Background: an optimization exercise with open tools, aiming at small area and a short achievable clock period. Do not read the settings as production practice. Where RTL was checked, it was by simulation tests only, not by an equivalence proof against the original. Only the layout flow was run in run 4; the RTL was not checked for function there. No activity file was given, so power comes from the tool's default toggle rates.

--- config.mk ---
export PLATFORM = sky130hd
export DESIGN_NAME = sb_top
export DESIGN_NICKNAME = sb_top
export VERILOG_FILES = /design/flow/design.v
export SDC_FILE = /design/flow/constraint.sdc
export NUM_CORES = 4
export LEC_CHECK = 0
export CAP_MARGIN = 20
export CORE_MARGIN = 2
export CORE_UTILIZATION = 40
export SETUP_SLACK_MARGIN = 2.0
export SLEW_MARGIN = 20
--- constraint.sdc ---
create_clock -name core_clock -period 5.5 [get_ports {clk}]
set_input_delay 1.1000 -clock core_clock [delete_from_list [all_inputs] [get_ports {clk}]]
set_output_delay 1.1000 -clock core_clock [all_outputs]
set_load 0.01 [all_outputs]
--- design.v ---
`timescale 1ns/1ps
module inst_decoder (
    input  logic [31:0] inst,
    output logic [4:0]  alu_op,
    output logic [4:0]  rd,
    output logic [4:0]  rs1,
    output logic [4:0]  rs2,
    output logic        has_rd,
    output logic        has_rs2
);
    logic [2:0] f3;
    assign f3 = inst[14:12];
    always_comb begin
        case (f3)
            3'h0: alu_op[3:0] = {3'b000, inst[30] & inst[5]};
            3'h1: alu_op[3:0] = 4'd2;
            3'h2: alu_op[3:0] = 4'd3;
            3'h3: alu_op[3:0] = 4'd4;
            3'h4: alu_op[3:0] = 4'd5;
            3'h5: alu_op[3:0] = {3'b011, inst[30]};
            3'h6: alu_op[3:0] = 4'd8;
            default: alu_op[3:0] = 4'd9;
        endcase
        alu_op[4] = !inst[5];
    end
    assign has_rd  = inst[4] || !inst[5];
    assign has_rs2 = inst[5];
    assign rd      = inst[11:7];
    assign rs1     = inst[19:15];
    assign rs2     = inst[24:20];
endmodule
module issue_check (
    input  logic [31:0] inst,
    input  logic        inst_valid,
    input  logic [3:0]  busy,
    input  logic [19:0] dst,         
    output logic        issue_ok,
    output logic [3:0]  fire
);
    logic       opc_ok, f7_mid, a, b;
    logic [2:0] f3;
    logic [1:0] cls;
    logic [3:0] sel;
    logic [3:0] hit;
    logic       waw;
    assign opc_ok = inst[1] && inst[0] && !inst[2] && !inst[3] && !inst[6];
    assign cls    = inst[5:4];      
    assign f3     = inst[14:12];
    assign f7_mid = !(inst[31] || inst[29] || inst[28] || inst[27] || inst[26]);
    assign a      = inst[30];
    assign b      = inst[25];
    always_comb begin
        sel = '0;
        case (cls)
            2'b11: begin
                sel[0] = f7_mid && !b && (!a || f3 == 3'h0 || f3 == 3'h5);
                sel[2] = f7_mid && !a && b && !f3[2];
                sel[3] = f7_mid && !a && b && f3[2];
            end
            2'b01: begin
                sel[0] = (f3 == 3'h1) ? (f7_mid && !a && !b) :
                         (f3 == 3'h5) ? (f7_mid && !b) : 1'b1;
            end
            2'b00: sel[1] = !(f3 == 3'h3 || f3 == 3'h6 || f3 == 3'h7);
            default: sel[1] = !f3[2] && !(f3[1] && f3[0]);
        endcase
        sel = sel & {4{opc_ok}};
    end
    always_comb begin
        for (int u = 0; u < 4; u++) begin
            hit[u] = busy[u] && (|dst[5*u +: 5]) && (dst[5*u +: 5] == inst[11:7]);
        end
    end
    assign waw      = (inst[4] || !inst[5]) && (|hit);
    assign issue_ok = |(sel & ~busy) && !waw;
    assign fire     = {4{inst_valid && !waw}} & sel & ~busy;
endmodule
`timescale 1ns/1ps
`timescale 1ns/1ps
module read_dispatch (
    input  logic [3:0]   r1,
    input  logic [3:0]   r2,
    input  logic [4:0]   op_alu,
    input  logic [3:0]   op_mem,
    input  logic [1:0]   op_mul,
    input  logic [1:0]   op_div,
    input  logic [19:0]  s1,         
    input  logic [19:0]  s2,
    output logic [3:0]   rg,
    output logic [18:0]  read
);
    logic [3:0] rreq;
    assign rreq  = r1 & r2;
    assign rg[0] = rreq[0];
    assign rg[1] = rreq[1] && !rreq[0];
    assign rg[2] = rreq[2] && !rreq[1] && !rreq[0];
    assign rg[3] = rreq[3] && !rreq[2] && !rreq[1] && !rreq[0];
    assign read[18]    = |rreq;
    assign read[17]    = rg[3];
    assign read[16]    = rg[1] || rg[2];
    assign read[15]    = rg[0] || rg[2];
    assign read[14:10] = ({5{rg[0]}} & op_alu) | ({5{rg[1]}} & {1'b0, op_mem}) |
                         ({5{rg[2]}} & {3'b000, op_mul}) | ({5{rg[3]}} & {3'b000, op_div});
    assign read[9:5]   = ({5{rg[0]}} & s1[4:0])   | ({5{rg[1]}} & s1[9:5]) |
                         ({5{rg[2]}} & s1[14:10]) | ({5{rg[3]}} & s1[19:15]);
    assign read[4:0]   = ({5{rg[0]}} & s2[4:0])   | ({5{rg[1]}} & s2[9:5]) |
                         ({5{rg[2]}} & s2[14:10]) | ({5{rg[3]}} & s2[19:15]);
endmodule
`timescale 1ns/1ps
module writeback_select (
    input  logic [3:0]   done,
    input  logic [3:0]   r1,
    input  logic [3:0]   r2,
    input  logic [15:0]  m1,
    input  logic [15:0]  m2,
    input  logic [19:0]  dst,        
    output logic [3:0]   wg,
    output logic [8:0]   wb
);
    logic [3:0] war;
    logic [3:0] wreq;
    always_comb begin
        for (int u = 0; u < 4; u++) begin
            war[u] = 1'b0;
            for (int j = 0; j < 4; j++) begin
                if (j != u) war[u] = war[u] || (r1[j] && m1[4*j+u]) || (r2[j] && m2[4*j+u]);
            end
        end
    end
    assign wreq  = done & ~war;
    assign wg[0] = wreq[0];
    assign wg[1] = wreq[1] && !wreq[0];
    assign wg[2] = wreq[2] && !wreq[1] && !wreq[0];
    assign wg[3] = wreq[3] && !wreq[2] && !wreq[1] && !wreq[0];
    assign wb[8]   = |wreq;
    assign wb[7]   = wg[3];
    assign wb[6]   = wg[1] || wg[2];
    assign wb[5]   = wg[0] || wg[2];
    assign wb[4:0] = ({5{wg[0]}} & dst[4:0])   | ({5{wg[1]}} & dst[9:5]) |
                     ({5{wg[2]}} & dst[14:10]) | ({5{wg[3]}} & dst[19:15]);
endmodule
`timescale 1ns/1ps
module sb_top (
    input  logic        clk,
    input  logic        rst,
    input  logic        inst_valid,
    input  logic [31:0] inst,
    input  logic [3:0]  fu_done,      
    output logic        issue_ok,
    output logic [18:0] read,
    output logic [8:0]  wb
);
    localparam int N = 4;
    logic [4:0] alu_op;
    logic [4:0] rd, rs1, rs2;
    logic       has_rd, has_rs2;
    logic [N-1:0]        busy_q;
    logic [N-1:0]        done_q;
    logic [N-1:0]        r1_q;       
    logic [N-1:0]        r2_q;
    logic [N-1:0]        took_q;     
    logic [N-1:0][4:0]   dst_q;
    logic [N-1:0][4:0]   s1_q;
    logic [N-1:0][4:0]   s2_q;
    logic [N-1:0][N-1:0] m1_q;       
    logic [N-1:0][N-1:0] m2_q;
    logic [4:0]          op_alu_q;
    logic [3:0]          op_mem_q;
    logic [1:0]          op_mul_q;
    logic [1:0]          op_div_q;
    logic [N-1:0] dnz, e1, e2, f1, f2, fire;
    logic [N-1:0] rg, wg, wake1, wake2;
    logic         w1_new, w2_new, rdnz;
    inst_decoder decoder_i (
        .inst    (inst),
        .alu_op  (alu_op),
        .rd      (rd),
        .rs1     (rs1),
        .rs2     (rs2),
        .has_rd  (has_rd),
        .has_rs2 (has_rs2)
    );
    issue_check issue_i (
        .inst       (inst),
        .inst_valid (inst_valid),
        .busy       (busy_q),
        .dst        (dst_q),
        .issue_ok   (issue_ok),
        .fire       (fire)
    );
    read_dispatch read_i (
        .r1     (r1_q),
        .r2     (r2_q),
        .op_alu (op_alu_q),
        .op_mem (op_mem_q),
        .op_mul (op_mul_q),
        .op_div (op_div_q),
        .s1     (s1_q),
        .s2     (s2_q),
        .rg     (rg),
        .read   (read)
    );
    writeback_select wb_i (
        .done (done_q),
        .r1   (r1_q),
        .r2   (r2_q),
        .m1   (m1_q),
        .m2   (m2_q),
        .dst  (dst_q),
        .wg   (wg),
        .wb   (wb)
    );
    assign rdnz = has_rd && (|rd);
    always_comb begin
        for (int u = 0; u < N; u++) begin
            dnz[u] = |dst_q[u];
            e1[u]  = dnz[u] && (dst_q[u] == rs1);
            e2[u]  = dnz[u] && (dst_q[u] == rs2) && has_rs2;
            f1[u]  = rdnz && (s1_q[u] == rd);
            f2[u]  = rdnz && (s2_q[u] == rd);
        end
    end
    always_comb begin
        for (int j = 0; j < N; j++) begin
            wake1[j] = 1'b0;
            wake2[j] = 1'b0;
            for (int u = 0; u < N; u++) begin
                if (u != j) begin
                    wake1[j] = wake1[j] || (wg[u] && m1_q[j][u]);
                    wake2[j] = wake2[j] || (wg[u] && m2_q[j][u]);
                end
            end
            wake1[j] = wake1[j] && !r1_q[j] && !took_q[j];
            wake2[j] = wake2[j] && !r2_q[j] && !took_q[j];
        end
    end
    assign w1_new = |(busy_q & e1 & ~wg);
    assign w2_new = |(busy_q & e2 & ~wg);
    always_ff @(posedge clk or posedge rst) begin
        if (rst) begin
            busy_q <= '0;
            done_q <= '0;
            r1_q   <= '0;
            r2_q   <= '0;
        end else begin
            for (int j = 0; j < N; j++) begin
                if (busy_q[j]) begin
                    busy_q[j] <= !wg[j];
                    done_q[j] <= !wg[j] && (done_q[j] || fu_done[j]);
                    r1_q[j]   <= !wg[j] && ((r1_q[j] && !rg[j]) || wake1[j]);
                    r2_q[j]   <= !wg[j] && ((r2_q[j] && !rg[j]) || wake2[j]);
                end else begin
                    busy_q[j] <= fire[j];
                    done_q[j] <= 1'b0;
                    r1_q[j]   <= fire[j] && !w1_new;
                    r2_q[j]   <= fire[j] && !w2_new;
                end
            end
        end
    end
    always_ff @(posedge clk) begin
        for (int j = 0; j < N; j++) begin
            if (busy_q[j]) begin
                took_q[j] <= took_q[j] || rg[j];
                for (int u = 0; u < N; u++) begin
                    if (u != j && !busy_q[u]) begin
                        m1_q[j][u] <= f1[j];
                        m2_q[j][u] <= f2[j];
                    end
                end
            end else begin
                took_q[j] <= 1'b0;
                dst_q[j] <= has_rd ? rd : 5'd0;
                s1_q[j]  <= rs1;
                s2_q[j]  <= has_rs2 ? rs2 : 5'd0;
                for (int u = 0; u < N; u++) begin
                    if (u != j) begin
                        m1_q[j][u] <= e1[u];
                        m2_q[j][u] <= e2[u];
                    end
                end
            end
        end
        if (!busy_q[0]) op_alu_q <= alu_op;
        if (!busy_q[1]) op_mem_q <= {inst[14:12], inst[5]};
        if (!busy_q[2]) op_mul_q <= inst[13:12];
        if (!busy_q[3]) op_div_q <= inst[13:12];
    end
endmodule
--- flow/run.sh ---
#!/bin/bash
# The standard layout (standard.sh, unchanged synthesis and steps), except that
# the port buffers are plain buffers (buf_2) instead of the delay cells that
# buffer_ports picks by default, and the clock tree is built from larger sink
# clusters with smaller buffers.
set -euo pipefail
export BUFFER_PORTS_ARGS="-buffer_cell sky130_fd_sc_hd__buf_2"
export CTS_ARGS="-sink_clustering_enable -repair_clock_nets -tree_buf sky130_fd_sc_hd__clkbuf_8 -buf_list {sky130_fd_sc_hd__clkbuf_8} -root_buf sky130_fd_sc_hd__clkbuf_16 -sink_clustering_buffer sky130_fd_sc_hd__clkbuf_8"
bash standard.sh BUFFER_PORTS_ARGS="$BUFFER_PORTS_ARGS" CTS_ARGS="$CTS_ARGS" finish > standard.log 2>&1
--- standard.sh ---
#!/bin/bash
# synth_recipe.tcl (not shown) runs the flow's synth.tcl, then flattens the netlist and writes it again
# the make line also repeats each setting of config.mk as NAME=value (left out here)
make -C /OpenROAD-flow-scripts/flow DESIGN_CONFIG=/design/flow/config.mk WORK_HOME=/design/flow/orfs CLKGATE_MAP_FILE= SYNTH_SCRIPT=/design/flow/synth_recipe.tcl "${@:-finish}"
==> summary.txt, run 1 <==
* Fin. Hold Viols at 0
* Status: timing/DRC/antenna clean
* Ys Warns at 4
* # setup viols final at 0
* Clk pwr share at about 30%
* Core outline area at ~0.015 mm2
* Clock period minus worst slack at ~3.5 ns
* Critical path type: in2out
* Via Count at 5112
* H-tree levels at 4
* Mapped cell area at 0.00627 mm2
* Delay-heaviest family, CP: compound AO/OA/AOI/OAI gates
* Layout cells sized above 1 at approximately a quarter
* PD cells at roughly 390 mW/mm2
* Synth Register Bits at ~120
* # Max-Cap Violations at 0
* GRT Overall Usage at 23.5%
* Vias in the first global route at between 5000 and 6000
* Setup TNS at 0 ns
* Max_slew headroom at 28.1%
* Routed len/inst at 22.3 um
* Crit path from: inst[11]
* WP data required at approximately 4.4 ns
* Die extent in x at between 100 and 150 um
* Full die area at ~0.017 mm2
* # diodes at 0
* Psw at around 0.00097 W
* Grt total ovfl at 0
* Syn Area/Cell at between 10 and 15 um2
* Max FO, Critical Path at 14
* Crit path cell chain: buf_4, xnor2_1, nand4_1, o22ai_2, o31ai_4, a21boi_2, buf_2
* Cell Rows at 45
* Worst VDD drop at 0.225 mV
* TritonRoute pass-1 iters at 7
* Placed wire-length estimate at around 13000 um
* Arr. time, crit path at between 2 and 2.5 ns
* First-pass GRT wire length at just under 30000 um
* WHS at slightly above 0.5 ns
* Clk slew on worst S/H paths at about 0.070 ns
* Synth async-reset ratio at a little over an eighth
* P_leak at 2.93 nW
* WP buf/inv at 2
* CP max stage delay at around 0.33 ns
* Switching part of the total at approximately 33%
* Initial Util at between 40% and 50%
* Endpoint class of the critical path: output port
* IO Port Bufs at 67
* Crit share post-route at 63.6%
* Synth top area share at 46.4%
* Die Y at ~130 um
* DRT iter0 DRCs at 659
* Clock Tree Buf Depth at 2
* Final RePlAce weighted congestion at 0.962
* CTS tree: built
* Combinational Power Share at about a quarter
* CTS Buf Count at 17
* Slew Limit Fails at 0
* # clock sinks at between 100 and 150
* P_int at 0.00197 W
* RSZ-0062 raised after global routing: true
* CP max stage cell: o31ai_4
* Clk_skew at 0.0119 ns
* EDFF count, synth at 97
* # IOs at 68
* Worst slew pin tran at 1.08 ns
* Fmax at 286 MHz
* Largest net degree at the start of global routing at 24
* Netlist cell types at 53
* Routed WL at 19400 um
* Post-route DRC at 0
* Root Driver: clkbuf_16
* Most frequent cell after synthesis: edfxtp_1
* Syn Nets at 600
* Post-Route Utilization at roughly 50%
* Synth area leaders: edfxtp_1 (46%), xnor2_1 (9.5%), dfrtp_1 (6.4%)
* CP Launch Type: input pin
* Post-synthesis instance total at 561
* Predominant post-synthesis flop cell: edfxtp_1
* DR vias/cell at 5.88
* Post-route ant nets at 0
* Initial antenna violation count at 0
* RR Startpoint: r2_q[1]
* Commonest cells post-synth: edfxtp_1 (97), xnor2_1 (68), nand2_1 (56)
* Cell accounting for the most synthesized area: edfxtp_1
* Flop pwr share at between 40% and 50%
* Layout Nets at about 700
* Area Growth Syn to Fin at 21.3%
* Sequential element share of the synthesized area at between 50% and 60%
* Hold/Removal Path Class: reg2reg
* Worst hold start: took_q[3]
* Clock latency on the worst-skew pair at approximately 0.37 ns
-- final cells by class --
type,instances,area (um2)
Inverter,13,48.8
Sequential cell,117,3400
Clock buffer,17,245
Clock inverter,15,188
Tap cell,211,264
Multi-Input combinational cell,394,2780
Timing Repair Buffer,102,681
Fill cell,1366,7650
-- power by group through the flow --
stage / clock [W] / combinational (W) / sequential [W]
global placement: 0 / 0.000550 / 0.00142
finish: 0.000868 / 0.000698 / 0.00137
detailed placement: 0 / 0.000560 / 0.00142
floorplan: 0 / 0.000420 / 0.00131
global route: 0.000909 / 0.000752 / 0.00139
CTS: 0.000876 / 0.000651 / 0.00137
-- tightest hold or removal path, stage by stage, from the launching register on --
cell     delay, ns
dfxtp_1       0.33
nor2_1        0.10
nor2_1        0.05
-- stage by stage --
step / setup WS (ns) / cell area (um2) / total power [W] / std cells
3_5_place_dp: 1.78 / 6770 / 0.00198 / 808
2_1_floorplan: 2.04 / 6280 / 0.00173 / 561
5_1_grt: 1.98 / 7610 / 0.00305 / 869
3_3_place_gp: 1.83 / 6770 / 0.00197 / 808
6_report: 2.00 / 7610 / 0.00294 / 869
4_1_cts: 2.00 / 7430 / 0.00289 / 857
-- sequential cells by signal (all words and copies together), names as in the netlist --
register,count
busy_q,4
r1_q,4
m1_q,12
op_alu_q,5
done_q,4
op_div_q,2
op_mul_q,2
r2_q,4
took_q,4
s1_q,20
op_mem_q,4
dst_q,20
m2_q,12
s2_q,20
-- path summary, 6_finish.rpt --
path                            cells past startpoint         to  slack, ns
worst max-delay path                                7   issue_ok       2.00
worst min-delay path                                2  took_q[3]       0.52
worst max register to register                      9    r1_q[0]       2.84
worst min register to register                      2  took_q[3]       0.52
max in group asynchronous                           2    r2_q[1]       4.26
min in group asynchronous                           2    r2_q[0]       0.80
-- kinds of logic after synthesis --
kind of cell / share of synthesized area (%)
xor+xnor: 14.0
compound gates: 13.4
mux: 0.160
simple gates: 15.1
flops: 54.1
buf+inv: 3.29
-- routing by layer --
metal	track usage, %	routed length, um
met2	38.5	9300
met4	7.54	510
met1	30.6	7980
met3	6.32	1600
met5	0	0
-- timing repair --
action / 4_1_cts / 5_1_grt
pin swaps: 8 / 10
setup buffers: 17 / 11
gates cloned: 0 / 1
resized for setup: 24 / 15
endpoints found under the setup margin: 20 / 9
hold buffers: 0 / 0
-- placed cells by master, fill, tap and decap left out, types with 15 or more instances in the layout --
cell / synthesis / routed
edfxtp_1: 97 / 97
o21ai_0: 35 / 34
nand2_1: 56 / 56
clkbuf_8: 0 / 16
buf_4: 0 / 32
or4_1: 18 / 17
nor2_1: 32 / 30
nand4_1: 15 / 15
nand3_1: 18 / 18
a222oi_1: 20 / 20
xnor2_1: 68 / 68
xor2_1: 32 / 31
buf_2: 9 / 62
==> run 2: changes to the inputs <==
--- a/flow/run.sh
+++ b/flow/run.sh
@@ -6,4 +6,4 @@
 set -euo pipefail
 export BUFFER_PORTS_ARGS="-buffer_cell sky130_fd_sc_hd__buf_2"
-export CTS_ARGS="-sink_clustering_enable -repair_clock_nets -tree_buf sky130_fd_sc_hd__clkbuf_8 -buf_list {sky130_fd_sc_hd__clkbuf_8} -root_buf sky130_fd_sc_hd__clkbuf_16 -sink_clustering_buffer sky130_fd_sc_hd__clkbuf_8"
+export CTS_ARGS="-sink_clustering_enable -repair_clock_nets -sink_clustering_size 30 -sink_clustering_max_diameter 80 -sink_clustering_buffer sky130_fd_sc_hd__clkbuf_8 -buf_list {sky130_fd_sc_hd__clkbuf_8 sky130_fd_sc_hd__clkbuf_16} -root_buf sky130_fd_sc_hd__clkbuf_16"
 bash standard.sh BUFFER_PORTS_ARGS="$BUFFER_PORTS_ARGS" CTS_ARGS="$CTS_ARGS" finish > standard.log 2>&1
==> run 2 against run 1 <==
Effect of this change: still clean; synthesized cell count unchanged; power up 10%; final cell count up 0.35%; global-route usage up 0.47 points; critical path depth down 1; critical endpoint is now wb[3]; largest cell class unchanged; largest power group unchanged.
==> summary.txt, run 2 <==
* CP Launch Type: register (was input pin)
* Ys Warns at 4 (unchanged)
* Syn Nets at 600 (unchanged)
* Critical path type: reg2out (was in2out)
* Clk_skew at 0.0157 ns (was 0.0119 ns)
* Area Growth Syn to Fin at 24.7% (was 21.3%)
* Most frequent cells in the layout: edfxtp_1 (97), xnor2_1 (68), buf_2 (62), nand2_1 (56), buf_4 (35) (was edfxtp_1 (97), xnor2_1 (68), buf_2 (62), nand2_1 (56), o21ai_0 (34))
* Arr. time, crit path at 2.40 ns (about the same)
* Peak-usage layer in the global routing report: met2 (unchanged)
* Placed wire-length estimate at 13500 um (unchanged)
* Total power at 0.00324 W (was 0.00294 W)
* H-tree levels at 4 (unchanged)
* Initial Util at 41.1% (unchanged)
* Clock Tree Buf Depth at 2 (unchanged)
* Synth Register Bits at 117 (unchanged)
* Fin. Hold Viols at 0 (unchanged)
* Full die area at 0.0167 mm2 (unchanged)
* Endpoint class of the critical path: output port (unchanged)
* WP data required at 4.40 ns (about the same)
* Die Y at 129 um (unchanged)
* Synth async-reset ratio at 13.7% (unchanged)
* Clock period minus worst slack at 3.50 ns (about the same)
* Cell accounting for the most synthesized area: edfxtp_1 (unchanged)
* # clock sinks at 117 (unchanged)
* Max FO, Critical Path at 10 (was 14)
* Routed len/inst at 22.6 um (was 22.3 um)
* Synth area leaders: edfxtp_1 (46%), xnor2_1 (9.5%), dfrtp_1 (6.4%) (unchanged)
* Core outline area at 0.0153 mm2 (unchanged)
* Biggest regs: dst_q (20), s1_q (20), s2_q (20) (unchanged)
* Reg2reg path depth at 8 (was 9)
* Largest net degree at the start of global routing at 24 (unchanged)
* Most frequent cell after synthesis: edfxtp_1 (unchanged)
* Netlist cell types at 53 (unchanged)
* Final RePlAce weighted congestion at 0.962 (unchanged)
* DP Area at 0.00677 mm2 (unchanged)
* Grt total ovfl at 0 (unchanged)
* Vias in the first global route at 5053 (was 5006)
* Worst VDD drop at 0.282 mV (was 0.225 mV)
* Sequential element share of the synthesized area at 54.1% (unchanged)
* Flop2flop setup slack at 2.85 ns (was 2.84 ns)
* PD cells at 415 mW/mm2 (was 386 mW/mm2)
* GR Util met2 at 39.2% (was 38.5%)
* Mapped cell area at 0.00627 mm2 (unchanged)
* Commonest non-fill, non-tap cell in the layout: edfxtp_1 (unchanged)
* Post-synthesis instance total at 561 (unchanged)
* Synth top area share at 46.4% (unchanged)
* Die extent in x at 129 um (unchanged)
* Hold depth at 2 (unchanged)
* Clk slew on worst S/H paths at 0.05 ns (was 0.07 ns)
* # IOs at 68 (unchanged)
* First-pass GRT wire length at 29500 um (was 29100 um)
* Predominant post-synthesis flop cell: edfxtp_1 (unchanged)
* Place WS at 1.78 ns (unchanged)
* # setup viols final at 0 (unchanged)
* Final Instance Area at 0.00782 mm2 (was 0.00761 mm2)
* Syn Area/Cell at 11.2 um2 (unchanged)
* RSZ-0062 raised after global routing: true (unchanged)
* CTS Hold Buffers Added at 0 (unchanged)
* Clock latency on the worst-skew pair at 0.43 ns (was 0.37 ns)
* CTS tree: built (unchanged)
* Slew Limit Fails at 0 (unchanged)
* GRT Overall Usage at 24.0% (was 23.5%)
* Crit share post-route at 63.7% (was 63.6%)
* # diodes at 0 (unchanged)
* Fmax at 286 MHz (about the same)
* TritonRoute pass-1 iters at 8 (was 7)
* Routed WL at 19700 um (was 19400 um)
* Via Count at 5114 (was 5112)
* Post-route DRC at 0 (unchanged)
* Cell Rows at 45 (unchanged)
* Initial antenna violation count at 0 (unchanged)
* Root Driver: clkbuf_16 (unchanged)
* # Max-Cap Violations at 0 (unchanged)
* Status: timing/DRC/antenna clean (unchanged)
* Post-route ant nets at 0 (unchanged)
* GR Layer Usage met1 at 31.2% (was 30.6%)
* Setup slack after layout at 2.00 ns (about the same)
* Layout Nets at 687 (was 684)
* Worst slew pin tran at 1.06 ns (was 1.08 ns)
* Commonest cells post-synth: edfxtp_1 (97), xnor2_1 (68), nand2_1 (56) (unchanged)
* Hold/Removal Path Class: reg2reg (unchanged)
* Max_slew headroom at 29.1% (was 28.1%)
* DRT iter0 DRCs at 690 (was 659)
* EDFF count, synth at 97 (unchanged)
* WHS at 0.513 ns (was 0.519 ns)
* DR vias/cell at 5.86 (was 5.88)
* Layout cells sized above 1 at 24.7% (was 24.2%)
* CTS Buf Count at 17 (unchanged)
* Grt met3 use at 5.86% (was 6.32%)
* IO Port Bufs at 67 (unchanged)
* P_leak at 3.03 nW (was 2.93 nW)
* Setup TNS at 0 ns (unchanged)
[run 2: timing repair]
item	CTS	global route
setup endpoints to repair	20	14
gates cloned	0	1
buffers inserted	18	13
pin swaps	9	11
resized for setup	28	13
[run 2: metrics by stage]
step                utilization, %  std cells
global route                  51.2        872
finish                        51.2        872
floorplan                        -        561
CTS                           50.0        858
global placement              44.4        808
detailed placement            44.4        808
[run 2: area by class of cell]
class	instances	area [um2]
Multi-Input combinational cell	394	2790
Fill cell	1339	7440
Clock buffer	17	425
Sequential cell	117	3400
Tap cell	211	264
Timing Repair Buffer	105	703
Inverter	13	48.8
Clock inverter	15	188
[run 2: final timing paths]
check                            end       from
hold reg to reg            took_q[3]  took_q[3]
max in group asynchronous    r2_q[1]        rst
hold / removal             took_q[3]  took_q[3]
setup / recovery               wb[3]    r1_q[3]
setup reg to reg             r1_q[0]    r1_q[3]
min in group asynchronous    r2_q[0]        rst
[run 2: layer usage]
layer	wire, um	vias to the layer above	share of wire [%]
met5	0	-	0
met3	1470	42	7.4
met2	9620	293	49
met4	451	0	2.3
li1	-	2272	-
met1	8160	2507	41
[run 2: power by group]
part           internal, W  switching [W]  total (W)
clock             0.000750       0.000401    0.00115
combinational     0.000290       0.000429   0.000720
sequential         0.00119       0.000184    0.00137
[run 2: kinds of logic (layout without fill, tap and decap cells)]
group / after synthesis / count (layout) / synth area share, %
XOR/XNOR: 100 / 100 / 14.0
AO/OA/AOI/OAI: 112 / 112 / 13.4
AND/OR/NAND/NOR: 181 / 181 / 15.1
multiplexers: 1 / 1 / 0.160
buffers and inverters: 50 / 150 / 3.29
flip-flops: 117 / 117 / 54.1
[run 2: critical path: stages (launching register included)]
cell	delay [ns]
dfrtp_1	0.47
a222oi_1	0.48
nand4_1	0.28
and2_4	0.30
a22oi_1	0.18
o21ai_0	0.13
buf_2	0.16
==> run 3: changes to the inputs <==
==> flow/run.sh (replaced) <==
#!/bin/bash
# The standard layout (standard.sh, unchanged synthesis and steps), except that
# the port buffers are plain buffers (buf_2) instead of the delay cells that
# buffer_ports picks by default, and the clock tree is built from larger sink
# clusters with smaller buffers.
set -euo pipefail
export BUFFER_PORTS_ARGS="-buffer_cell sky130_fd_sc_hd__buf_2"
export CTS_ARGS="-sink_clustering_enable -repair_clock_nets -sink_clustering_size 80 -sink_clustering_max_diameter 300 -sink_clustering_buffer sky130_fd_sc_hd__clkbuf_8 -buf_list {sky130_fd_sc_hd__clkbuf_8 sky130_fd_sc_hd__clkbuf_16} -root_buf sky130_fd_sc_hd__clkbuf_16"
bash standard.sh BUFFER_PORTS_ARGS="$BUFFER_PORTS_ARGS" CTS_ARGS="$CTS_ARGS" finish > standard.log 2>&1
==> run 3 against run 2 <==
Effect of this change: cell area unchanged; clock skew unchanged; maximum frequency unchanged; die area unchanged; first-iteration DRC count unchanged; power unchanged; non-clock buffer count unchanged; clock-buffer cell count unchanged; critical path type unchanged; critical endpoint unchanged.
==> summary.txt, run 3 <==
* Sequential cell area at 0.00340 mm2 (unchanged)
* Root Driver: clkbuf_16 (unchanged)
* RSZ-0062 raised after global routing: true (unchanged)
* Initial antenna violation count at 0 (unchanged)
* Hold depth at 2 (unchanged)
* Clock latency on the worst-skew pair at 0.43 ns (about the same)
* Met2 Wirelength at 9620 um (unchanged)
* Setup TNS at 0 ns (unchanged)
* TritonRoute pass-1 iters at 8 (unchanged)
* First-pass GRT wire length at 29500 um (unchanged)
* Routed len/inst at 22.6 um (unchanged)
* Area of the multi-input gates at 0.00279 mm2 (unchanged)
* XOR/XNOR Fraction of Synth Area at 14.0% (unchanged)
* Routed WL at 19700 um (unchanged)
* Ys Warns at 4 (unchanged)
* Post-Route Utilization at 51.2% (unchanged)
* Mapped cell area at 0.00627 mm2 (unchanged)
* Endpoint class of the critical path: output port (unchanged)
* PD cells at 415 mW/mm2 (unchanged)
* # Max-Cap Violations at 0 (unchanged)
* CP Launch Type: register (unchanged)
* Layout cells sized above 1 at 24.7% (unchanged)
* Initial Util at 41.1% (unchanged)
* Post-route DRC at 0 (unchanged)
* Synth Register Bits at 117 (unchanged)
* IO Port Bufs at 67 (unchanged)
* Biggest regs: dst_q (20), s1_q (20), s2_q (20) (unchanged)
* CP max stage cell: a222oi_1 (unchanged)
* H-tree levels at 4 (unchanged)
* Crit path cell chain: a222oi_1, nand4_1, and2_4, a22oi_1, o21ai_0, buf_2 (unchanged)
* Grt total ovfl at 0 (unchanged)
* Critical path type: reg2out (unchanged)
* Max FO, Critical Path at 10 (unchanged)
* Main combinational cell family by area after synthesis: simple AND/OR/NAND/NOR gates (unchanged)
* Placed wire-length estimate at 13500 um (unchanged)
* RR Startpoint: r1_q[3] (unchanged)
* DR vias/cell at 5.86 (unchanged)
* Crit share post-route at 63.7% (unchanged)
* Area Growth Syn to Fin at 24.7% (unchanged)
* Most frequent cell after synthesis: edfxtp_1 (unchanged)
* Filler Cells Inserted at 1339 (unchanged)
* Arr. time, crit path at 2.40 ns (about the same)
* DRT iter0 DRCs at 690 (unchanged)
* Sequential element share of the synthesized area at 54.1% (unchanged)
* Met3 WL at 1470 um (unchanged)
* Clk slew on worst S/H paths at 0.05 ns (about the same)
* Place WS at 1.78 ns (unchanged)
* Worst slew pin tran at 1.06 ns (unchanged)
* GRT Overall Usage at 24.0% (unchanged)
* Hold Path End: took_q[3] (unchanged)
* Simple-gate share of the synthesized area at 15.1% (unchanged)
* Hold/Removal Path Class: reg2reg (unchanged)
* # setup viols final at 0 (unchanged)
* Synth area leaders: edfxtp_1 (46%), xnor2_1 (9.5%), dfrtp_1 (6.4%) (unchanged)
* Cell accounting for the most synthesized area: edfxtp_1 (unchanged)
* Die extent in x at 129 um (unchanged)
* Met1 Wirelength at 8160 um (unchanged)
* Slew Limit Fails at 0 (unchanged)
* Full die area at 0.0167 mm2 (unchanged)
* Commonest cells post-synth: edfxtp_1 (97), xnor2_1 (68), nand2_1 (56) (unchanged)
* Post-route ant nets at 0 (unchanged)
* Predominant post-synthesis flop cell: edfxtp_1 (unchanged)
* Clock period minus worst slack at 3.50 ns (unchanged)
* Flop2flop setup slack at 2.85 ns (about the same)
* P_leak at 3.03 nW (unchanged)
* Setup slack after layout at 2.00 ns (unchanged)
* CTS Buf Count at 17 (unchanged)
* Die Y at 129 um (unchanged)
* Post-synthesis instance total at 561 (unchanged)
* RR Endpoint: r1_q[0] (unchanged)
* # diodes at 0 (unchanged)
* CTS tree: built (unchanged)
* Clock Tree Buf Depth at 2 (unchanged)
* Most frequent cells in the layout: edfxtp_1 (97), xnor2_1 (68), buf_2 (62), nand2_1 (56), buf_4 (35) (unchanged)
* Synth top area share at 46.4% (unchanged)
* WP buf/inv at 1 (unchanged)
* Syn Area/Cell at 11.2 um2 (unchanged)
* Total power at 0.00324 W (unchanged)
* Worst hold start: took_q[3] (unchanged)
* Post-synthesis compound-gate area fraction at 13.4% (unchanged)
* Max_slew headroom at 29.1% (unchanged)
* Fin. Hold Viols at 0 (unchanged)
* Final RePlAce weighted congestion at 0.962 (unchanged)
* Status: timing/DRC/antenna clean (unchanged)
* Worst VDD drop at 0.282 mV (unchanged)
* # clock sinks at 117 (unchanged)
* Cell Rows at 45 (unchanged)
* Via Count at 5114 (unchanged)
* Synth async-reset ratio at 13.7% (unchanged)
* Delay-heaviest family, CP: compound AO/OA/AOI/OAI gates (unchanged)
* Largest net degree at the start of global routing at 24 (unchanged)
* Fin cells at 872 (unchanged)
* CP max stage delay at 0.48 ns (about the same)
* WP data required at 4.40 ns (about the same)
* Fmax at 286 MHz (unchanged)
* Syn Nets at 600 (unchanged)
* Post-synthesis adder-cell area fraction at 0% (unchanged)
* Layout Nets at 687 (unchanged)
* Cells after DPL at 808 (unchanged)
* Core outline area at 0.0153 mm2 (unchanged)
* Commonest non-fill, non-tap cell in the layout: edfxtp_1 (unchanged)
* Netlist cell types at 53 (unchanged)
* EDFF count, synth at 97 (unchanged)
* Top routing layer used: met4 (unchanged)
* Reg2reg path depth at 8 (unchanged)
* Vias in the first global route at 5053 (unchanged)
* Multiplexer area fraction after synthesis at 0.160% (unchanged)
* # IOs at 68 (unchanged)
* Clk_skew at 0.0157 ns (unchanged)
[run 3: area by class of cell]
class / count / share of cell area, %
Sequential cell: 117 / 43.4
Inverter: 13 / 0.624
Multi-Input combinational cell: 394 / 35.7
Timing Repair Buffer: 105 / 8.99
Clock inverter: 15 / 2.40
Clock buffer: 17 / 5.44
Tap cell: 211 / 3.38
[run 3: cell families after synthesis]
family,after synthesis
AOI/OAI and AO/OA,112
buffers and inverters,50
and+or+nand+nor,181
xor gates and xnor gates,100
DFF,117
muxes,1
[run 3: metrics by stage]
| step | area [um2] | hold slack (ns) |
|---|---|---|
| 4_1_cts | 7630 | 0.516 |
| 3_5_place_dp | 6770 | 0.505 |
| 2_1_floorplan | 6280 | 0.453 |
| 6_report | 7820 | 0.513 |
| 5_1_grt | 7820 | 0.550 |
| 3_3_place_gp | 6770 | 0.473 |
[run 3: where the power goes]
group          internal (W)  switching, W  total (W)
clock              0.000750      0.000401    0.00115
sequential          0.00119      0.000184    0.00137
combinational      0.000290      0.000429   0.000720
total               0.00223       0.00101    0.00324
[run 3: worst max-delay path by stage]
stage | start | endpoint | slack, ns | cells after the start
detailed placement | inst[8] | issue_ok | 1.78 | 7
finish | r1_q[3] | wb[3] | 2.00 | 6
global route | r1_q[3] | wb[3] | 1.90 | 6
CTS | dst_q[7] | issue_ok | 2.00 | 6
floorplan | inst[7] | issue_ok | 2.04 | 6
global placement | inst[8] | issue_ok | 1.83 | 7
[run 3: timing repair]
action / in CTS / in global routing
gates resized for setup: 28 / 13
hold endpoints to repair: 0 / 0
gates cloned: 0 / 1
buffers inserted: 18 / 13
endpoints found under the setup margin: 20 / 14
hold buffers: 0 / 0
pin swaps: 9 / 11
[run 3: tightest hold or removal path, stage by stage (launching register included)]
cell	delay, ns
dfxtp_1	0.32
nor2_1	0.10
nor2_1	0.04
[run 3: layer usage]
layer  global-route usage (%)  vias up
met5                        0        -
met4                     8.70        0
met3                     5.86       42
met2                     39.2      293
met1                     31.2     2507
li1                         -     2272
==> run 4: changes to the inputs <==
--- a/design.v
+++ b/design.v
@@ -34,4 +34,5 @@
     input  logic        inst_valid,
     input  logic [3:0]  busy,
+    input  logic [3:0]  pend,        
     input  logic [19:0] dst,         
     output logic        issue_ok,
@@ -69,5 +70,5 @@
     always_comb begin
         for (int u = 0; u < 4; u++) begin
-            hit[u] = busy[u] && (|dst[5*u +: 5]) && (dst[5*u +: 5] == inst[11:7]);
+            hit[u] = pend[u] && (dst[5*u +: 5] == inst[11:7]);
         end
     end
@@ -160,4 +161,5 @@
     logic [N-1:0]        r2_q;
     logic [N-1:0]        took_q;     
+    logic [N-1:0]        pend_q;     
     logic [N-1:0][4:0]   dst_q;
     logic [N-1:0][4:0]   s1_q;
@@ -169,5 +171,5 @@
     logic [1:0]          op_mul_q;
     logic [1:0]          op_div_q;
-    logic [N-1:0] dnz, e1, e2, f1, f2, fire;
+    logic [N-1:0] e1, e2, f1, f2, fire;
     logic [N-1:0] rg, wg, wake1, wake2;
     logic         w1_new, w2_new, rdnz;
@@ -185,4 +187,5 @@
         .inst_valid (inst_valid),
         .busy       (busy_q),
+        .pend       (pend_q),
         .dst        (dst_q),
         .issue_ok   (issue_ok),
@@ -214,7 +217,6 @@
     always_comb begin
         for (int u = 0; u < N; u++) begin
-            dnz[u] = |dst_q[u];
-            e1[u]  = dnz[u] && (dst_q[u] == rs1);
-            e2[u]  = dnz[u] && (dst_q[u] == rs2) && has_rs2;
+            e1[u]  = pend_q[u] && (dst_q[u] == rs1);
+            e2[u]  = pend_q[u] && (dst_q[u] == rs2) && has_rs2;
             f1[u]  = rdnz && (s1_q[u] == rd);
             f2[u]  = rdnz && (s2_q[u] == rd);
@@ -235,9 +237,10 @@
         end
     end
-    assign w1_new = |(busy_q & e1 & ~wg);
-    assign w2_new = |(busy_q & e2 & ~wg);
+    assign w1_new = |(e1 & ~wg);
+    assign w2_new = |(e2 & ~wg);
     always_ff @(posedge clk or posedge rst) begin
         if (rst) begin
             busy_q <= '0;
+            pend_q <= '0;
             done_q <= '0;
             r1_q   <= '0;
@@ -247,4 +250,5 @@
                 if (busy_q[j]) begin
                     busy_q[j] <= !wg[j];
+                    pend_q[j] <= pend_q[j] && !wg[j];
                     done_q[j] <= !wg[j] && (done_q[j] || fu_done[j]);
                     r1_q[j]   <= !wg[j] && ((r1_q[j] && !rg[j]) || wake1[j]);
@@ -252,4 +256,5 @@
                 end else begin
                     busy_q[j] <= fire[j];
+                    pend_q[j] <= fire[j] && rdnz;
                     done_q[j] <= 1'b0;
                     r1_q[j]   <= fire[j] && !w1_new;
==> flow/run.sh (replaced) <==
#!/bin/bash
# The standard layout (standard.sh, unchanged synthesis and steps), except that
# the port buffers are plain buffers (buf_2) instead of the delay cells that
# buffer_ports picks by default; the resizer still sizes them as timing needs.
set -euo pipefail
export BUFFER_PORTS_ARGS="-buffer_cell sky130_fd_sc_hd__buf_2"
bash standard.sh BUFFER_PORTS_ARGS="$BUFFER_PORTS_ARGS" finish > standard.log 2>&1
==> run 4 against run 3 <==
Effect of this change: clock power up 4%; via count up 2.6%; worst hold slack worse by 0.034 ns; largest power group unchanged; combinational power down 38%; area after synthesis up 2.6%; non-clock buffer count down 3; sequential power down 7%; maximum frequency down 1.1%; clock skew down 0.0087 ns; sequential share of layout area up 0.36 points.
==> summary.txt, run 4 <==
* Sequential element share of the synthesized area at 54.3% (was 54.1%)
* Worst VDD drop at 0.232 mV (was 0.282 mV)
* Total power at 0.00293 W (was 0.00324 W)
* Cells after DPL at 834 (was 808)
* Most frequent cell after synthesis: edfxtp_1 (unchanged)
* Predominant post-synthesis flop cell: edfxtp_1 (unchanged)
* Max_slew headroom at 34.3% (was 29.1%)
* Commonest cells post-synth: edfxtp_1 (97), nand2_1 (59), xor2_1 (55) (was edfxtp_1 (97), xnor2_1 (68), nand2_1 (56))
* Place WS at 1.50 ns (was 1.78 ns)
* Ys Warns at 4 (unchanged)
* # Max-Cap Violations at 0 (unchanged)
* Slew Limit Fails at 0 (unchanged)
* WP data required at 4.40 ns (about the same)
* Setup TNS at 0 ns (unchanged)
* Area Growth Syn to Fin at 24.1% (was 24.7%)
* Die Y at 131 um (was 129 um)
* Mapped cell area at 0.00643 mm2 (was 0.00627 mm2)
* PD cells at 367 mW/mm2 (was 415 mW/mm2)
* Placed wire-length estimate at 13800 um (was 13500 um)
* Post-route ant nets at 0 (unchanged)
* Biggest regs: dst_q (20), s1_q (20), s2_q (20) (unchanged)
* Status: timing/DRC/antenna clean (unchanged)
* Most frequent cells in the layout: edfxtp_1 (97), buf_2 (62), nand2_1 (59), xor2_1 (53), xnor2_1 (43) (was edfxtp_1 (97), xnor2_1 (68), buf_2 (62), nand2_1 (56), buf_4 (35))
* Clock latency on the worst-skew pair at 0.42 ns (was 0.43 ns)
* Root Driver: clkbuf_16 (unchanged)
* DR vias/cell at 5.84 (was 5.86)
* Clock period minus worst slack at 3.54 ns (was 3.50 ns)
* Initial antenna violation count at 0 (unchanged)
* Fmax at 283 MHz (was 286 MHz)
* # diodes at 0 (unchanged)
* Clk slew on worst S/H paths at 0.05 ns (about the same)
* Full die area at 0.0171 mm2 (was 0.0167 mm2)
* Initial Util at 40.6% (was 41.1%)
* Post-route DRC at 0 (unchanged)
* Syn Area/Cell at 11.1 um2 (was 11.2 um2)
* Worst slew pin tran at 0.984 ns (was 1.06 ns)
* # clock sinks at 121 (was 117)
* Hold/Removal Path Class: reg2reg (unchanged)
* Synth Register Bits at 121 (was 117)
* H-tree levels at 4 (unchanged)
* Post-synthesis compound-gate area fraction at 14.0% (was 13.4%)
* Die extent in x at 131 um (was 129 um)
* Max FO, Critical Path at 5 (was 10)
* # setup viols final at 0 (unchanged)
* Vias in the first global route at 5189 (was 5053)
* Core outline area at 0.0158 mm2 (was 0.0153 mm2)
* Layout Nets at 708 (was 687)
* Via Count at 5248 (was 5114)
* EDFF count, synth at 97 (unchanged)
* Cell Rows at 46 (was 45)
* P_leak at 3.27 nW (was 3.03 nW)
* IO Port Bufs at 67 (unchanged)
* Netlist cell types at 56 (was 53)
* RSZ-0062 raised after global routing: true (unchanged)
* # IOs at 68 (unchanged)
* CTS tree: built (unchanged)
* CP Launch Type: input pin (was register)
* Clk_skew at 0.00699 ns (was 0.0157 ns)
* XOR/XNOR Fraction of Synth Area at 13.3% (was 14.0%)
* Main combinational cell family by area after synthesis: simple AND/OR/NAND/NOR gates (unchanged)
* Filler Cells Inserted at 1427 (was 1339)
* Post-Route Utilization at 50.5% (was 51.2%)
* Largest net degree at the start of global routing at 24 (unchanged)
* Endpoint class of the critical path: output port (unchanged)
* DRT iter0 DRCs at 672 (was 690)
* Fin cells at 898 (was 872)
* Routed WL at 20100 um (was 19700 um)
* Simple-gate share of the synthesized area at 15.0% (was 15.1%)
* Arr. time, crit path at 2.44 ns (was 2.40 ns)
* Crit share post-route at 64.4% (was 63.7%)
* Critical path type: in2out (was reg2out)
* Fin. Hold Viols at 0 (unchanged)
* Clock Tree Buf Depth at 2 (unchanged)
* Layout cells sized above 1 at 23.3% (was 24.7%)
* GRT Overall Usage at 24.3% (was 24.0%)
* First-pass GRT wire length at 30300 um (was 29500 um)
* Synth top area share at 45.3% (was 46.4%)
* Routed len/inst at 22.3 um (was 22.6 um)
* TritonRoute pass-1 iters at 5 (was 8)
* Setup slack after layout at 1.96 ns (was 2.00 ns)
* Cell accounting for the most synthesized area: edfxtp_1 (unchanged)
* CTS Buf Count at 17 (unchanged)
* Post-synthesis instance total at 581 (was 561)
* Synth async-reset ratio at 16.5% (was 13.7%)
* Multiplexer area fraction after synthesis at 0.156% (was 0.160%)
* Grt total ovfl at 0 (unchanged)
* Commonest non-fill, non-tap cell in the layout: edfxtp_1 (unchanged)
* Final RePlAce weighted congestion at 0.902 (was 0.962)
* Syn Nets at 620 (was 600)
* Synth area leaders: edfxtp_1 (45%), dfrtp_1 (7.8%), xor2_1 (7.5%) (was edfxtp_1 (46%), xnor2_1 (9.5%), dfrtp_1 (6.4%))
* Post-synthesis adder-cell area fraction at 0% (unchanged)
run 4: layer usage:
layer	vias up	wire length, um	GRT usage [%]
met3	53	1700	7.04
met5	-	0	0
met2	279	9490	39.5
li1	2336	-	-
met4	0	685	8.64
met1	2580	8190	31.1
run 4: what timing repair did:
action	CTS	global route
setup buffers	22	8
hold buffers	0	0
pin swaps	9	3
resized for setup	40	12
endpoints found under the setup margin	24	19
run 4: cell type report:
class	count	area, um2	area share, %
inverter	12	52.6	0.658
clock inverter	14	203	2.54
multi-input combinational	415	2830	35.4
clock buffer	18	429	5.37
tap	216	270	3.38
timing repair buffer	102	704	8.82
sequential	121	3500	43.8
run 4: cells by family after synthesis:
group / count (synthesis)
xor+xnor: 98
compound gates: 124
simple gates: 192
mux: 1
flops: 121
buf+inv: 45
run 4: worst max-delay path, cell delays in order:
cell and delay, ns:
buf_12 0.11, xor2_1 0.13, nor4_1 0.08, and3_1 0.21, o41ai_4 0.46, o21a_1 0.21
buf_2 0.14
run 4: path summary, 6_finish.rpt:
check	start	to	slack, ns	depth (start not counted)
min in group asynchronous	rst	r2_q[1]	0.82	2
max in group asynchronous	rst	r1_q[0]	4.15	2
hold / removal	took_q[1]	took_q[1]	0.48	2
setup / recovery	inst[10]	issue_ok	1.96	7
setup reg to reg	r2_q[1]	r1_q[2]	2.97	10
hold reg to reg	took_q[1]	took_q[1]	0.48	2
run 4: where the power goes:
group,total [W],switching [W],internal (W)
registers,0.00128,0.000142,0.00114
logic,0.000443,0.000262,0.000181
clock network,0.00120,0.000405,0.000798
total,0.00293,0.000809,0.00212
run 4: stage by stage:
step / instance area [um2] / hold slack (ns)
6_report: 7990 / 0.478
3_5_place_dp: 6900 / 0.469
2_1_floorplan: 6430 / 0.441
3_3_place_gp: 6900 / 0.462
4_1_cts: 7860 / 0.482
5_1_grt: 7990 / 0.549
==> run 5: changes to the inputs <==
--- a/design.v
+++ b/design.v
@@ -34,5 +34,4 @@
     input  logic        inst_valid,
     input  logic [3:0]  busy,
-    input  logic [3:0]  pend,        
     input  logic [19:0] dst,         
     output logic        issue_ok,
@@ -70,5 +69,5 @@
     always_comb begin
         for (int u = 0; u < 4; u++) begin
-            hit[u] = pend[u] && (dst[5*u +: 5] == inst[11:7]);
+            hit[u] = busy[u] && (|dst[5*u +: 5]) && (dst[5*u +: 5] == inst[11:7]);
         end
     end
@@ -161,8 +160,13 @@
     logic [N-1:0]        r2_q;
     logic [N-1:0]        took_q;     
-    logic [N-1:0]        pend_q;     
-    logic [N-1:0][4:0]   dst_q;
+    logic [4:0]          dst0_q, dst2_q, dst3_q;
     logic [N-1:0][4:0]   s1_q;
-    logic [N-1:0][4:0]   s2_q;
+    logic [4:0]          s20_q, s22_q, s23_q;
+    logic [4:0]          mreg_q;     
+    logic [N-1:0][4:0]   dst_v;      
+    logic [N-1:0][4:0]   s2_v;
+    logic [N-1:0][4:0]   dcmp;       
+    logic [N-1:0][4:0]   s2cmp;      
+    logic [N-1:0]        s2ok;
     logic [N-1:0][N-1:0] m1_q;       
     logic [N-1:0][N-1:0] m2_q;
@@ -171,5 +175,5 @@
     logic [1:0]          op_mul_q;
     logic [1:0]          op_div_q;
-    logic [N-1:0] e1, e2, f1, f2, fire;
+    logic [N-1:0] dnz, e1, e2, f1, f2, fire;
     logic [N-1:0] rg, wg, wake1, wake2;
     logic         w1_new, w2_new, rdnz;
@@ -187,6 +191,5 @@
         .inst_valid (inst_valid),
         .busy       (busy_q),
-        .pend       (pend_q),
-        .dst        (dst_q),
+        .dst        (dst_v),
         .issue_ok   (issue_ok),
         .fire       (fire)
@@ -200,5 +203,5 @@
         .op_div (op_div_q),
         .s1     (s1_q),
-        .s2     (s2_q),
+        .s2     (s2_v),
         .rg     (rg),
         .read   (read)
@@ -210,5 +213,5 @@
         .m1   (m1_q),
         .m2   (m2_q),
-        .dst  (dst_q),
+        .dst  (dst_v),
         .wg   (wg),
         .wb   (wb)
@@ -216,9 +219,27 @@
     assign rdnz = has_rd && (|rd);
     always_comb begin
+        dst_v[0] = dst0_q;
+        dst_v[1] = op_mem_q[0] ? 5'd0 : mreg_q;
+        dst_v[2] = dst2_q;
+        dst_v[3] = dst3_q;
+        s2_v[0]  = s20_q;
+        s2_v[1]  = op_mem_q[0] ? mreg_q : 5'd0;
+        s2_v[2]  = s22_q;
+        s2_v[3]  = s23_q;
         for (int u = 0; u < N; u++) begin
-            e1[u]  = pend_q[u] && (dst_q[u] == rs1);
-            e2[u]  = pend_q[u] && (dst_q[u] == rs2) && has_rs2;
+            dcmp[u]  = dst_v[u];
+            s2cmp[u] = s2_v[u];
+            dnz[u]   = |dst_v[u];
+            s2ok[u]  = 1'b1;
+        end
+        dcmp[1]  = mreg_q;
+        s2cmp[1] = mreg_q;
+        dnz[1]   = !op_mem_q[0] && (|mreg_q);
+        s2ok[1]  = op_mem_q[0];
+        for (int u = 0; u < N; u++) begin
+            e1[u]  = dnz[u] && (dcmp[u] == rs1);
+            e2[u]  = dnz[u] && (dcmp[u] == rs2) && has_rs2;
             f1[u]  = rdnz && (s1_q[u] == rd);
-            f2[u]  = rdnz && (s2_q[u] == rd);
+            f2[u]  = rdnz && s2ok[u] && (s2cmp[u] == rd);
         end
     end
@@ -237,10 +258,9 @@
         end
     end
-    assign w1_new = |(e1 & ~wg);
-    assign w2_new = |(e2 & ~wg);
+    assign w1_new = |(busy_q & e1 & ~wg);
+    assign w2_new = |(busy_q & e2 & ~wg);
     always_ff @(posedge clk or posedge rst) begin
         if (rst) begin
             busy_q <= '0;
-            pend_q <= '0;
             done_q <= '0;
             r1_q   <= '0;
@@ -250,5 +270,4 @@
                 if (busy_q[j]) begin
                     busy_q[j] <= !wg[j];
-                    pend_q[j] <= pend_q[j] && !wg[j];
                     done_q[j] <= !wg[j] && (done_q[j] || fu_done[j]);
                     r1_q[j]   <= !wg[j] && ((r1_q[j] && !rg[j]) || wake1[j]);
@@ -256,5 +275,4 @@
                 end else begin
                     busy_q[j] <= fire[j];
-                    pend_q[j] <= fire[j] && rdnz;
                     done_q[j] <= 1'b0;
                     r1_q[j]   <= fire[j] && !w1_new;
@@ -276,7 +294,5 @@
             end else begin
                 took_q[j] <= 1'b0;
-                dst_q[j] <= has_rd ? rd : 5'd0;
                 s1_q[j]  <= rs1;
-                s2_q[j]  <= has_rs2 ? rs2 : 5'd0;
                 for (int u = 0; u < N; u++) begin
                     if (u != j) begin
@@ -289,4 +305,11 @@
         if (!busy_q[0]) op_alu_q <= alu_op;
         if (!busy_q[1]) op_mem_q <= {inst[14:12], inst[5]};
+        if (!busy_q[1]) mreg_q   <= inst[5] ? rs2 : rd;
+        if (!busy_q[0]) dst0_q   <= rd;      
+        if (!busy_q[2]) dst2_q   <= rd;      
+        if (!busy_q[3]) dst3_q   <= rd;
+        if (!busy_q[0]) s20_q    <= has_rs2 ? rs2 : 5'd0;
+        if (!busy_q[2]) s22_q    <= rs2;
+        if (!busy_q[3]) s23_q    <= rs2;
         if (!busy_q[2]) op_mul_q <= inst[13:12];
         if (!busy_q[3]) op_div_q <= inst[13:12];
==> run 5 against run 4 <==
Effect of this change: global-route usage fell by 1.3 points; synthesized cell count is 2.6% lower; die area down 3.9%; worst hold slack gained 0.013 ns; via count down 4.5%; clock power is 46% lower; sequential power is essentially flat; cell area is 10% lower; critical endpoint unchanged.
==> summary.txt, run 5 <==
* # IOs at 68 (unchanged)
* Max FO, Critical Path at 2 (was 5)
* Slew Limit Fails at 0 (unchanged)
* Synth Register Bits at 112 (was 121)
* Synth area leaders: edfxtp_1 (45%), xnor2_1 (8.7%), dfrtp_1 (6.5%) (was edfxtp_1 (45%), dfrtp_1 (7.8%), xor2_1 (7.5%))
* Vias in the first global route at 4803 (was 5189)
* RSZ-0062 raised after global routing: true (unchanged)
* Post-route ant nets at 0 (unchanged)
* Most frequent cells in the layout: edfxtp_1 (92), xnor2_1 (61), buf_2 (61), nand2_1 (53) (was edfxtp_1 (97), buf_2 (62), nand2_1 (59), xor2_1 (53), xnor2_1 (43))
* Placed wire-length estimate at 13100 um (was 13800 um)
* CP Launch Type: input pin (unchanged)
* Post-synthesis instance total at 566 (was 581)
* Grt total ovfl at 0 (unchanged)
* Netlist cell types at 59 (was 56)
* Predominant post-synthesis flop cell: edfxtp_1 (unchanged)
* Switching part of the total at 32.5% (was 27.6%)
* Post-route DRC at 0 (unchanged)
* Cell accounting for the most synthesized area: edfxtp_1 (unchanged)
* Cell Rows at 45 (was 46)
* Area Growth Syn to Fin at 16.3% (was 24.1%)
* Filler Cells Inserted at 1354 (was 1427)
* Via Count at 5012 (was 5248)
* IO Port Bufs at 67 (unchanged)
* Max reg flops at 20
* Fin. Hold Viols at 0 (unchanged)
* Psw at 0.000808 W (was 0.000809 W)
* Full die area at 0.0164 mm2 (was 0.0171 mm2)
* DRT iter0 DRCs at 624 (was 672)
* Status: timing/DRC/antenna clean (unchanged)
* # clock sinks at 112 (was 121)
* Crit share post-route at 70.7% (was 64.4%)
* Root Driver: clkbuf_16 (unchanged)
* Max_slew headroom at 53.7% (was 34.3%)
* Routed len/inst at 22.6 um (was 22.3 um)
* CTS Hold Buffers Added at 0 (unchanged)
* Core outline area at 0.0151 mm2 (was 0.0158 mm2)
* Layout Nets at 670 (was 708)
* Initial Util at 40.8% (was 40.6%)
* Combinational Power Share at 22.3% (was 15.1%)
* P_leak at 2.77 nW (was 3.27 nW)
* WP data required at 4.40 ns (about the same)
* Fmax at 257 MHz (was 283 MHz)
* Commonest cells post-synth: edfxtp_1 (92), xnor2_1 (61), nand2_1 (53) (was edfxtp_1 (97), nand2_1 (59), xor2_1 (55))
* Critical path type: in2out (unchanged)
* Commonest non-fill, non-tap cell in the layout: edfxtp_1 (unchanged)
* Final RePlAce weighted congestion at 0.925 (was 0.902)
* Clock latency on the worst-skew pair at 0.36 ns (was 0.42 ns)
* Synth async-reset ratio at 14.3% (was 16.5%)
* EDFF count, synth at 92 (was 97)
* Clock period minus worst slack at 3.89 ns (was 3.54 ns)
* Worst slew pin tran at 0.694 ns (was 0.984 ns)
* Worst VDD drop at 0.243 mV (was 0.232 mV)
* TritonRoute pass-1 iters at 6 (was 5)
* Setup TNS at 0 ns (unchanged)
* Routed WL at 18700 um (was 20100 um)
* Biggest regs: s1_q (20), m1_q (12), m2_q (12) (was dst_q (20), s1_q (20), s2_q (20))
* Biggest register: s1_q
* Layout cells sized above 1 at 21.7% (was 23.3%)
* CTS Buf Count at 9 (was 17)
* Mapped cell area at 0.00617 mm2 (was 0.00643 mm2)
* WHS at 0.492 ns (was 0.478 ns)
* P_int at 0.00168 W (was 0.00212 W)
* Clk pwr share at 26.1% (was 41.1%)
* CTS tree: built (unchanged)
* # setup viols final at 0 (unchanged)
* Die Y at 128 um (was 131 um)
* PD cells at 346 mW/mm2 (was 367 mW/mm2)
* # Max-Cap Violations at 0 (unchanged)
* Syn Nets at 605 (was 620)
* Flop pwr share at 51.6% (was 43.8%)
* Syn Area/Cell at 10.9 um2 (was 11.1 um2)
* Most frequent cell after synthesis: edfxtp_1 (unchanged)
* Largest net degree at the start of global routing at 24 (unchanged)
* Synth top area share at 44.8% (was 45.3%)
* Clock Tree Buf Depth at 2 (unchanged)
* Hold/Removal Path Class: reg2reg (unchanged)
* Initial antenna violation count at 0 (unchanged)
* First-pass GRT wire length at 28300 um (was 30300 um)
* # diodes at 0 (unchanged)
* Ys Warns at 4 (unchanged)
* H-tree levels at 3 (was 4)
* Clk_skew at 0.00809 ns (was 0.00699 ns)
* DR vias/cell at 6.08 (was 5.84)
* Arr. time, crit path at 2.79 ns (was 2.44 ns)
* GRT Overall Usage at 23.0% (was 24.3%)
* Endpoint class of the critical path: output port (unchanged)
* Sequential element share of the synthesized area at 52.5% (was 54.3%)
* Die extent in x at 128 um (was 131 um)
* Clk slew on worst S/H paths at 0.07 ns (was 0.05 ns)
[run 5: cell count changes after synthesis, moves of 7 or more]
cell	previous run	this run
clkbuf_1	22	30
xnor2_1	43	61
nor2_1	35	28
a21o_1	0	7
xor2_1	55	32
or4_1	10	18
[run 5: final timing paths]
check	startpoint	endpoint	slack (ns)	cells past startpoint
max reg2reg	m1_q[6]	r2_q[1]	2.68	9
max in group asynchronous	rst	r2_q[1]	4.24	2
min in group asynchronous	rst	r2_q[0]	0.81	2
min reg2reg	took_q[0]	took_q[0]	0.49	2
min	took_q[0]	took_q[0]	0.49	2
max	inst[31]	issue_ok	1.61	8
[run 5: worst max-delay path, stage by stage]
cell,delay [ns]
buf_6,0.09
or4_4,0.53
nor2_4,0.10
and4b_1,0.25
nand3_4,0.09
a21o_1,0.19
a311oi_2,0.25
buf_2,0.19
[run 5: logic make-up after synthesis]
logic type             Yosys count  share of synthesized area, %
XOR/XNOR                        93                          13.2
multiplexers                     1                         0.162
buffers and inverters           54                          3.67
AND/OR/NAND/NOR                188                          16.2
AO/OA/AOI/OAI                  118                          14.2
flip-flops                     112                          52.5
[run 5: cell type report]
type	instances	area, um2	share of cell area (%)
sequential	112	3250	45.2
multi-input combinational	400	2790	38.8
timing repair buffer	97	592	8.24
clock buffer	16	283	3.94
tap	188	235	3.28
inverter	11	41.3	0.575
[run 5: metrics by stage]
step / setup slack (ns) / power, W / cells / instance area [um2] / util (%)
finish: 1.61 / 0.00249 / 824 / 7180 / 47.4
global route: 1.56 / 0.00259 / 824 / 7180 / 47.4
CTS: 1.63 / 0.00246 / 808 / 7020 / 46.4
detailed placement: 1.52 / 0.00180 / 782 / 6610 / 43.7
global placement: 1.52 / 0.00179 / 782 / 6610 / 43.6
floorplan: 1.91 / 0.00159 / 566 / 6180 / -
[run 5: power by group through the flow]
stage          clock [W]  sequential (W)  combinational, W
2_1_floorplan          0         0.00120          0.000392
3_3_place_gp           0         0.00129          0.000505
3_5_place_dp           0         0.00129          0.000511
4_1_cts         0.000658         0.00128          0.000528
5_1_grt         0.000686         0.00130          0.000603
6_report        0.000649         0.00128          0.000556
[run 5: timing repair]
item                       4_1_cts  5_1_grt
gates cloned                     0        0
setup buffers                   10       16
pin swaps                        5       12
resized for setup               16       10
setup endpoints to repair       19       17
[run 5: per-layer routing]
metal	part of all wire (%)	global-route usage, %
met4	2.7	8.53
met5	0	0
met2	46	35.5
met3	8.1	4.84
met1	43	31.8
==> run 6: changes to the inputs <==
==> flow/run.sh (replaced) <==
#!/bin/bash
set -euo pipefail
SLOW=""
for c in or3_1 or3_2 or3_4 or3b_1 or3b_2 or3b_4 or4_1 or4_2 or4_4 or4b_1 or4b_2 or4b_4 \
         or4bb_1 or4bb_2 or4bb_4 o41a_1 o41a_2 o41a_4 o41ai_1 o41ai_2 o41ai_4 \
         a2111o_1 a2111o_2 a2111o_4 a2111oi_0 a2111oi_1 a2111oi_2 a2111oi_4 \
         o2111a_1 o2111a_2 o2111a_4 o2111ai_1 o2111ai_2 o2111ai_4 a41o_1 a41o_2 a41o_4; do
  SLOW="$SLOW sky130_fd_sc_hd__$c"
done
export DONT_USE_CELLS="${SLOW# }"
export BUFFER_PORTS_ARGS="-buffer_cell sky130_fd_sc_hd__buf_2"
export CTS_ARGS="-sink_clustering_enable -repair_clock_nets -tree_buf sky130_fd_sc_hd__clkbuf_8 -buf_list {sky130_fd_sc_hd__clkbuf_8} -root_buf sky130_fd_sc_hd__clkbuf_16 -sink_clustering_buffer sky130_fd_sc_hd__clkbuf_8"
bash standard.sh BUFFER_PORTS_ARGS="$BUFFER_PORTS_ARGS" CTS_ARGS="$CTS_ARGS" finish > standard.log 2>&1
==> run 6 against run 5 <==
Effect of this change: clock skew is 0.00083 ns lower; flip-flop and latch count stayed put; critical path depth stayed put; area after synthesis stayed put.
==> summary.txt, run 6 <==
* Clock Tree Buf Depth at 2 (unchanged)
* Sequential element share of the synthesized area at 52.5% (unchanged)
* GRT Overall Usage at 23.0% (about the same)
* Clock period minus worst slack at 3.89 ns (about the same)
* Routed len/inst at 22.6 um (about the same)
* Die Y at 128 um (unchanged)
* Flop2flop setup slack at 2.70 ns (was 2.68 ns)
* Post-synthesis instance total at 566 (unchanged)
* Clock latency on the worst-skew pair at 0.36 ns (about the same)
* DP Area at 0.00661 mm2 (unchanged)
* Reg2reg path depth at 9 (unchanged)
* CP max stage delay at 0.53 ns (about the same)
* Crit path from: inst[31] (unchanged)
* Worst VDD drop at 0.243 mV (about the same)
* Mapped cell area at 0.00617 mm2 (unchanged)
* CTS Hold Buffers Added at 0 (unchanged)
* Vias in the first global route at 4803 (unchanged)
* Setup TNS at 0 ns (unchanged)
* # diodes at 0 (unchanged)
* Cells after DPL at 782 (unchanged)
* EDFF count, synth at 92 (unchanged)
* # clock sinks at 112 (unchanged)
* TritonRoute pass-1 iters at 6 (unchanged)
* Synth async-reset ratio at 14.3% (unchanged)
* Layout cells sized above 1 at 21.7% (unchanged)
* Routed WL at 18600 um (was 18700 um)
* Area Growth Syn to Fin at 16.4% (was 16.3%)
* Max_slew headroom at 53.9% (was 53.7%)
* Layout Nets at 670 (unchanged)
* Ys Warns at 4 (unchanged)
* WP data required at 4.40 ns (about the same)
* Crit path cell chain: buf_6, or4_4, nor2_4, and4b_1, nand3_4, a21o_1, a311oi_2, buf_2 (unchanged)
* CTS Buf Count at 9 (unchanged)
* RR Endpoint: r2_q[1] (unchanged)
* Crit share post-route at 70.7% (about the same)
* Clk slew on worst S/H paths at 0.07 ns (about the same)
* Most frequent cells in the layout: edfxtp_1 (92), xnor2_1 (61), buf_2 (61), nand2_1 (53) (unchanged)
* Grt total ovfl at 0 (unchanged)
* DR vias/cell at 6.05 (was 6.08)
* Hold depth at 2 (unchanged)
* Placed wire-length estimate at 13100 um (unchanged)
* Initial Util at 40.8% (unchanged)
* Initial antenna violation count at 0 (unchanged)
* CP Launch Type: input pin (unchanged)
* Syn Area/Cell at 10.9 um2 (unchanged)
* Slew Limit Fails at 0 (unchanged)
* # IOs at 68 (unchanged)
* Cell accounting for the most synthesized area: edfxtp_1 (unchanged)
* Most frequent cell after synthesis: edfxtp_1 (unchanged)
* Cell Rows at 45 (unchanged)
* Largest net degree at the start of global routing at 24 (unchanged)
* # setup viols final at 0 (unchanged)
* Status: timing/DRC/antenna clean (unchanged)
* Core outline area at 0.0151 mm2 (unchanged)
* Worst hold start: took_q[0] (unchanged)
* Netlist cell types at 59 (unchanged)
* Fin cells at 824 (unchanged)
* Hold Path End: took_q[0] (unchanged)
* DRT iter0 DRCs at 677 (was 624)
* P_leak at 2.79 nW (was 2.77 nW)
* Root Driver: clkbuf_16 (unchanged)
* Post-route DRC at 0 (unchanged)
* Final RePlAce weighted congestion at 0.925 (unchanged)
* H-tree levels at 3 (unchanged)
* Synth Register Bits at 112 (unchanged)
* Endpoint class of the critical path: output port (unchanged)
* Critical path type: in2out (unchanged)
* CTS tree: built (unchanged)
* Max reg flops at 20 (unchanged)
* PD cells at 347 mW/mm2 (was 346 mW/mm2)
* CP max stage cell: or4_4 (unchanged)
==> run 6: cell types whose count changed in the layout (fill, tap and decap cells not counted), sizes merged <==
cell	change
clkbuf	-6
bufinv	+1
inv	+5
==> run 6: where the power goes <==
group          internal [W]  leakage, nW  switching, W
Clock              0.000358        0.159      0.000298
Combinational      0.000225         1.38      0.000331
Sequential          0.00111         1.26      0.000177
==> run 6: per-stage QoR <==
stage          hold WS [ns]  total power [W]  worst slack (ns)
2_1_floorplan         0.439          0.00159              1.91
3_3_place_gp          0.459          0.00179              1.52
3_5_place_dp          0.476          0.00180              1.52
4_1_cts               0.488          0.00247              1.63
5_1_grt               0.494          0.00260              1.56
6_report              0.490          0.00249              1.61
==> run 6: worst max path at each step <==
stage | endpoint | slack, ns | cells after the start
2_1_floorplan | issue_ok | 1.91 | 6
3_3_place_gp | issue_ok | 1.52 | 8
3_5_place_dp | issue_ok | 1.52 | 7
4_1_cts | issue_ok | 1.63 | 8
5_1_grt | issue_ok | 1.56 | 8
6_report | issue_ok | 1.61 | 8
==> run 6: layout make-up <==
| class | instances | area [um2] |
|---|---|---|
| multi-input cells | 400 | 2790 |
| fillers | 1353 | 7960 |
| clock inverters | 6 | 48.8 |
| clock buffers | 10 | 239 |
| inverters | 11 | 41.3 |
| well taps | 188 | 235 |
| flip-flops and latches | 112 | 3250 |
| repair buffers | 97 | 592 |
==> run 6: repair_timing <==
action,in CTS,in global routing
resized for setup,16,10
pin swaps,5,12
buffers inserted,10,16
hold endpoints to repair,0,0
endpoints found under the setup margin,19,17
==> run 6: metal layers <==
metal / track usage [%] / share of wire, % / vias to the layer above
met1: 31.7 / 43 / 2411
met3: 4.84 / 8.3 / 36
met5: 0 / 0 / -
met4: 8.53 / 2.6 / 0
met2: 35.6 / 46 / 301
li1: - / - / 2240
==> run 6: kinds of logic after synthesis <==
group	after synthesis	share of synthesized area, %
AND/OR/NAND/NOR	188	16.2
buffers and inverters	54	3.67
AO/OA/AOI/OAI	118	14.2
multiplexers	1	0.162
flip-flops	112	52.5
XOR/XNOR	93	13.2
==> run 6: worst max-delay path: cells and delay by family <==
family / cells / cell delay (ns)
compound gates: 2 / 0.44
buf+inv: 2 / 0.28
simple gates: 4 / 0.97

## static timing again, ports no longer ideal
How much do the figures lean on ideal ports? The routed layouts below were timed once more, with nothing changed but the port constraints.
Step 1, drivers: a clkbuf_16 drives clk and a buf_2 each remaining input, both assumed.
Step 2 moves the port delays by t, midway between the first and last clock arrival at a register: inputs arrive t later, outputs are due t later. That takes back most of the time a late clock gives input paths.
a / b / c = ideal ports / drivers / drivers and shift; a / b = the first two.
run | t, ns | setup WS [ns] | worst hold slack (ns)
run 1 | 0.408 | 2.005 / 1.983 / 1.983 | 0.519 / 0.519 / 0.519
run 2 | 0.463 | 1.998 / 1.956 / 1.983 | 0.513 / 0.513 / 0.513
run 3 | 0.463 | 1.998 / 1.956 / 1.983 | 0.513 / 0.513 / 0.513
run 4 | 0.465 | 1.960 / 1.900 / 1.900 | 0.478 / 0.478 / 0.478
run 5 | 0.400 | 1.611 / 1.580 / 1.580 | 0.492 / 0.492 / 0.492
run 6 | 0.399 | 1.611 / 1.580 / 1.580 | 0.490 / 0.490 / 0.490
After both steps every run listed still meets setup and hold. For run 4, which loses most, drivers alone change the setup slack by -0.060 ns; drivers and shift together by -0.060 ns.
